Context: an optimization exercise on an open-source flow, tuned for small area, a short achievable clock period and few clock cycles per item. The choices shown serve that exercise and are no tape-out recipe.
In this exercise RTL edits were held to simulation tests only and were not proved equivalent to the original.

v11:
## matvec3
module matvec3
(
    input  logic               clk,
    input  logic               reset,
    input  logic               input_valid,
    output logic               input_ready,
    input  logic signed [13:0] input_data,
    output logic               output_valid,
    input  logic               output_ready,
    output logic signed [27:0] output_data
);
Size in the first run: about 1500 cells after synthesis, roughly 290 flip-flops, roughly 48 I/O pins.
clock: 7.0 ns
lec_check: 0
abc_area: 1
cap_margin: 20
core_margin: 2
core_utilization: 40
setup_slack_margin: 4.1
slew_margin: 20
standard.sh (not shown) runs the stock make flow with config.mk's settings and CLKGATE_MAP_FILE= SYNTH_SCRIPT=/design/flow/synth_recipe.tcl, a recipe that flattens the netlist after the stock synthesis.
==> flow/flow/run.sh <==
#!/bin/bash
# The standard layout (standard.sh) with two changes:
# - clock tree synthesis adds no dummy loads to balance the tree, and
#   clusters up to 16 flip-flops within 90 um per leaf buffer;
# - the port buffers are buf_1 cells.
set -o pipefail
export CTS_ARGS="-sink_clustering_enable -repair_clock_nets -sink_clustering_size 16 -sink_clustering_max_diameter 90 -buf_list sky130_fd_sc_hd__clkbuf_8 -dont_use_dummy_load"
export BUFFER_PORTS_ARGS="-buffer_cell sky130_fd_sc_hd__buf_1"
bash standard.sh > standard.log 2>&1
Testbench counts of v11, summed over its fixed seeds: cycles 4,680, items 1,152.
Here is what was changed in the inputs of v6 compared with v11.
Settings: an added CTS_CLUSTER_SIZE of 40; a change of SETUP_SLACK_MARGIN from 4.1 to 4.3; an added CTS_BUF_LIST of sky130_fd_sc_hd__clkbuf_8.
==> flow/flow/run.sh <==
#!/bin/bash
# The standard layout (standard.sh) with two changes:
# - clock tree synthesis adds no dummy loads to balance the tree;
# - the port buffers are buf_1 cells.
set -o pipefail
export CTS_ARGS="-sink_clustering_enable -repair_clock_nets -sink_clustering_size 40 -buf_list sky130_fd_sc_hd__clkbuf_8 -dont_use_dummy_load"
export BUFFER_PORTS_ARGS="-buffer_cell sky130_fd_sc_hd__buf_1"
bash standard.sh > standard.log 2>&1
--- outcome ---
Summary — wire length on met3, v6 relative to v11: higher, by 68%. v6 vs. v11: clock-buffer cell count now sits higher. v11 -> v6: simple-gate share of the synthesized area delta 0, exact match. Status: number of enable flip-flop cells after synthesis parity (v6, v11). v6 vs. v11: final hold slack grew by 0.042 ns; utilization grew by 4.7 points; area of all placed cells without fillers grew by 10%.
diff inputs: v6 => v28
Settings: SETUP_SLACK_MARGIN changed from 4.3 to 3.9.
Notes after the runs:
v28: all stages complete, timing, DRC and antenna checks passed. On delay of the slowest critical-path stage, v6 and v28 are neck and neck. Going from v6 to v28, via count shrinks by 885. add_i.r2[16] as the beginning of the critical path was reported by v28, and s_q[14] by v6. Compared with v6, v28 degrades setup slack. For instance area at placement, v6 and v28 come out practically identical.
Relative to v28, the following input files were edited for v3:
Settings: SETUP_SLACK_MARGIN: 3.9 -> 4.1.
==> flow/run.sh (new file) <==
#!/bin/bash
# synth_recipe.tcl (not shown) runs the flow's synth.tcl, then flattens the netlist and writes it again
# the make line also repeats each setting of config.mk as NAME=value (left out here)
make -C /OpenROAD-flow-scripts/flow DESIGN_CONFIG=/design/flow/config.mk WORK_HOME=/design/flow/orfs CLKGATE_MAP_FILE= SYNTH_SCRIPT=/design/flow/synth_recipe.tcl finish
removed: flow/flow/run.sh
removed: flow/standard.sh
### Flow results
Looking at core utilization across v3 and v28, the one that comes out higher is v3.
Taking v28 as the reference, in v3 part of the cycle the worst path needs dropped 3.3 points; share of cells above drive strength 1 climbed 6.3 points; area taken by flip-flops and latches barely changed.
Comparing v3 and v28, wire length is higher on v3.
v3 vs. v28: placed cell area increased 320 um2.
Relative to v3, the following input files were edited for v40:
Settings: SETUP_SLACK_MARGIN: 4.1 -> 4.5.
==> flow/flow/run.sh (new file) <==
#!/bin/bash
# The standard layout (standard.sh) with two changes:
# - clock tree synthesis adds no dummy loads to balance the tree;
# - the port buffers are buf_1 cells.
set -o pipefail
export CTS_ARGS="-sink_clustering_enable -repair_clock_nets -sink_clustering_size 40 -buf_list sky130_fd_sc_hd__clkbuf_8 -dont_use_dummy_load"
export BUFFER_PORTS_ARGS="-buffer_cell sky130_fd_sc_hd__buf_1"
bash standard.sh > standard.log 2>&1
==> flow/standard.sh (new file) <==
#!/bin/bash
# synth_recipe.tcl (not shown) runs the flow's synth.tcl, then flattens the netlist and writes it again
# the make line also repeats each setting of config.mk as NAME=value (left out here)
make -C /OpenROAD-flow-scripts/flow DESIGN_CONFIG=/design/flow/config.mk WORK_HOME=/design/flow/orfs CLKGATE_MAP_FILE= SYNTH_SCRIPT=/design/flow/synth_recipe.tcl "${@:-finish}"
removed: flow/run.sh
==> comparison <==
v40 reports its capturing element of the worst setup path as add_i.r1[11] while v3 reports add_i.r1[12].
Looking at via count of the first global-routing pass, v40 sits above v3.
Delta (v40 minus v3): final cell count grew by 5.1%, first-pass GRT wire length grew by about 9%, period utilization grew by 0.53 points.

## v43
Starting RTL as in the previous note.
## matvec3
module matvec3
(
    input  logic               clk,
    input  logic               reset,
    input  logic               input_valid,
    output logic               input_ready,
    input  logic signed [13:0] input_data,
    output logic               output_valid,
    input  logic               output_ready,
    output logic signed [27:0] output_data
);
Settings: LEC_CHECK=0, ABC_AREA=1, CAP_MARGIN=20, CORE_MARGIN=2, CORE_UTILIZATION=40, CTS_BUF_LIST=sky130_fd_sc_hd__clkbuf_8, CTS_CLUSTER_SIZE=40, SETUP_SLACK_MARGIN=4.3, SLEW_MARGIN=20; clock period 7.0 ns.
==> flow/flow/run.sh <==
#!/bin/bash
# The standard layout (standard.sh) with three changes:
# - synthesis skips the quick abc pass inside yosys's synth command
#   (SYNTH_ARGS=-noabc), so the adder cells are extracted from the design's
#   own full-adder logic; the registers are the standard synthesis's;
# - clock tree synthesis adds no dummy loads to balance the tree;
# - the port buffers are buf_1 cells.
set -o pipefail
export SYNTH_ARGS="-noabc"
export CTS_ARGS="-sink_clustering_enable -repair_clock_nets -sink_clustering_size 40 -buf_list sky130_fd_sc_hd__clkbuf_8 -dont_use_dummy_load"
export BUFFER_PORTS_ARGS="-buffer_cell sky130_fd_sc_hd__buf_1"
bash standard.sh > standard.log 2>&1
Having completed the whole flow, v43 delivered a layout that passed the timing, design-rule and antenna checks.
Testbench counts of v43, summed over its fixed seeds: cycles 4,680, items 1,152.
Input-level comparison between v18 and v43:
- swapping 4.3 for 4.1 in SETUP_SLACK_MARGIN
==> flow/flow/run.sh <==
#!/bin/bash
# The standard layout (standard.sh) with two changes:
# - clock tree synthesis adds no dummy loads to balance the tree;
# - the port buffers are buf_1 cells.
set -o pipefail
export CTS_ARGS="-sink_clustering_enable -repair_clock_nets -sink_clustering_size 40 -buf_list sky130_fd_sc_hd__clkbuf_8 -dont_use_dummy_load"
export BUFFER_PORTS_ARGS="-buffer_cell sky130_fd_sc_hd__buf_1"
export RECOVER_POWER=100
bash standard.sh > standard.log 2>&1
- Although v18 finished all stages, its layout failed final checks on max-capacitance violations, max-slew violations.
- The capture point of the worst path comes out add_i.r1[11]$_DFF_P_ in one run and acc[24]$_DFFE_PP_ in the other, namely in v43 and v18 respectively.
- Of the two candidates, v43 has the better post-route worst setup slack and v18 the worse one.
- Count of buffers not belonging to the clock network in the layout shrinks by more than half when moving from v43 to v18.
- Growth of design area from synthesis to finish delta for v18 relative to v43: 15 points lower
Relative to v18, the following input files were edited for v23:
- a deleted CTS_CLUSTER_SIZE that had been 40
- a deleted CTS_BUF_LIST that had been sky130_fd_sc_hd__clkbuf_8
==> flow/flow/run.sh <==
#!/bin/bash
# The standard layout (standard.sh) with two changes:
# - clock tree synthesis adds no dummy loads to balance the tree, and
#   clusters up to 26 flip-flops within 140 um per leaf buffer;
# - the port buffers are buf_1 cells.
set -o pipefail
export CTS_ARGS="-sink_clustering_enable -repair_clock_nets -sink_clustering_size 26 -sink_clustering_max_diameter 140 -buf_list sky130_fd_sc_hd__clkbuf_16 -dont_use_dummy_load"
export BUFFER_PORTS_ARGS="-buffer_cell sky130_fd_sc_hd__buf_1"
bash standard.sh > standard.log 2>&1
==> run notes <==
- Total length of routed met3 wires in v23 is 380 um lower than in v18
- Summary: remaining max-slew budget at the tightest pin, v23 better than v18
- Layout checks on v18: not met. Flow itself completed; violations: max-capacitance violations, max-slew violations.
- v23 completed; timing, DRC and antenna clean
- On v23: count of clock-buffer cells in the layout is 33 lower than what v18 gave.
Setup changes, v23 to v49
- putting CTS_BUF_LIST at sky130_fd_sc_hd__clkbuf_8 where nothing was set
- putting CTS_CLUSTER_SIZE at 40 where nothing was set
==> flow/flow/run.sh <==
#!/bin/bash
# The standard layout (standard.sh) with three changes:
# - synthesis skips the quick abc pass inside yosys's synth command
#   (SYNTH_ARGS=-noabc), so the adder cells are extracted from the design's
#   own full-adder logic; the registers are the standard synthesis's;
# - clock tree synthesis adds no dummy loads to balance the tree;
# - the port buffers are buf_1 cells.
set -o pipefail
export SYNTH_ARGS="-noabc"
export CTS_ARGS="-sink_clustering_enable -repair_clock_nets -sink_clustering_size 40 -buf_list sky130_fd_sc_hd__clkbuf_8 -dont_use_dummy_load"
export BUFFER_PORTS_ARGS="-buffer_cell sky130_fd_sc_hd__buf_1"
bash standard.sh > standard.log 2>&1
Results
- v49 vs. v23: final setup slack of the worst path fell 29 ps, worst hold slack rose 15 ps.
- For v23, the classification of the worst setup path was reg2reg, unlike v49, where it was in2reg.
- Wire length (lower): v23
- Global-route met2 utilization (higher): v23
- v23 → v49: utilization up 2.5 points; height of the chip -0.41%.
- The area of all sequential standard cells on v49 is in line with that on v23.
- In the tables for v49 and v23, cell area reads higher with v49.
- Cmp v49 and v23 / first-pass GRT wire length / lower: v23
The inputs of v21 differ from those of v49 as listed below.
- a deleted CTS_BUF_LIST that had been sky130_fd_sc_hd__clkbuf_8
- a deleted CTS_CLUSTER_SIZE that had been 40
==> flow/flow/run.sh <==
#!/bin/bash
# The standard layout (standard.sh) with two changes:
# - clock tree synthesis adds no dummy loads to balance the tree, and
#   clusters up to 20 flip-flops within 110 um per leaf buffer;
# - the port buffers are buf_1 cells.
set -o pipefail
export CTS_ARGS="-sink_clustering_enable -repair_clock_nets -sink_clustering_size 20 -sink_clustering_max_diameter 110 -buf_list sky130_fd_sc_hd__clkbuf_16 -dont_use_dummy_load"
export BUFFER_PORTS_ARGS="-buffer_cell sky130_fd_sc_hd__buf_1"
bash standard.sh > standard.log 2>&1
### Flow results
- Final weighted congestion of routability-driven global placement: v21 > v49
- Compared with v49, in v21 achievable clock frequency now sits higher; sequential fraction of total cell area now sits higher; area of the die now sits higher; overall routing resource usage now sits lower; post-layout minimum cycle time now sits lower.
- Run comparison: v21 timing endpoint of the critical path acc[19]$_DFFE_PP_; v49 timing endpoint of the critical path input_ready$_SDFF_PP1_
- v21 against v49: minimum setup slack in the final design went up by 61 ps, non-clock buffer count went down by 37.

-- what the ideal ports hide --
In the flow no input, the clock included, has a driving cell. The finished layouts below were timed again as built, in two steps.
Step 1 sets driving cells, clkbuf_16 on the clock port and buf_2 on the other inputs (assumed; they add their load-dependent delay and slew).
Step 2, shift: input delay + t, output delay - t, t = (earliest + latest rising clock arrival at the registers) / 2. This alone moves slack from input paths to output paths.
Three values: no drivers, after step 1, after step 2; two values: the first two.
run | shift t [ns] | setup WS [ns] | worst register clock-pin slew, ns | worst data-port slew with drivers (ns)
v11 | 0.603 | 4.143 / 4.143 / 3.739 | 0.10 / 0.10 | 0.06
v6 | 0.597 | 4.224 / 4.224 / 3.778 | 0.07 / 0.07 | 0.06
v28 | 0.584 | 3.965 / 3.965 / 3.610 | 0.06 / 0.06 | 0.07
v3 | 0.613 | 4.196 / 4.196 / 3.689 | 0.07 / 0.07 | 0.06
v40 | 0.601 | 4.158 / 4.158 / 3.913 | 0.07 / 0.07 | 0.06
v43 | 0.599 | 4.023 / 4.023 / 3.564 | 0.07 / 0.07 | 0.06
v18 | 0.582 | 2.981 / 2.981 / 2.834 | 0.06 / 0.06 | 0.06
v23 | 0.536 | 4.126 / 4.126 / 3.751 | 0.11 / 0.11 | 0.07
v49 | 0.599 | 4.096 / 4.105 / 3.506 | 0.07 / 0.07 | 0.06
v21 | 0.541 | 4.158 / 4.158 / 3.787 | 0.09 / 0.09 | 0.06
For v49, which loses most, drivers alone change the setup slack by +0.009 ns; drivers and shift together by -0.590 ns.
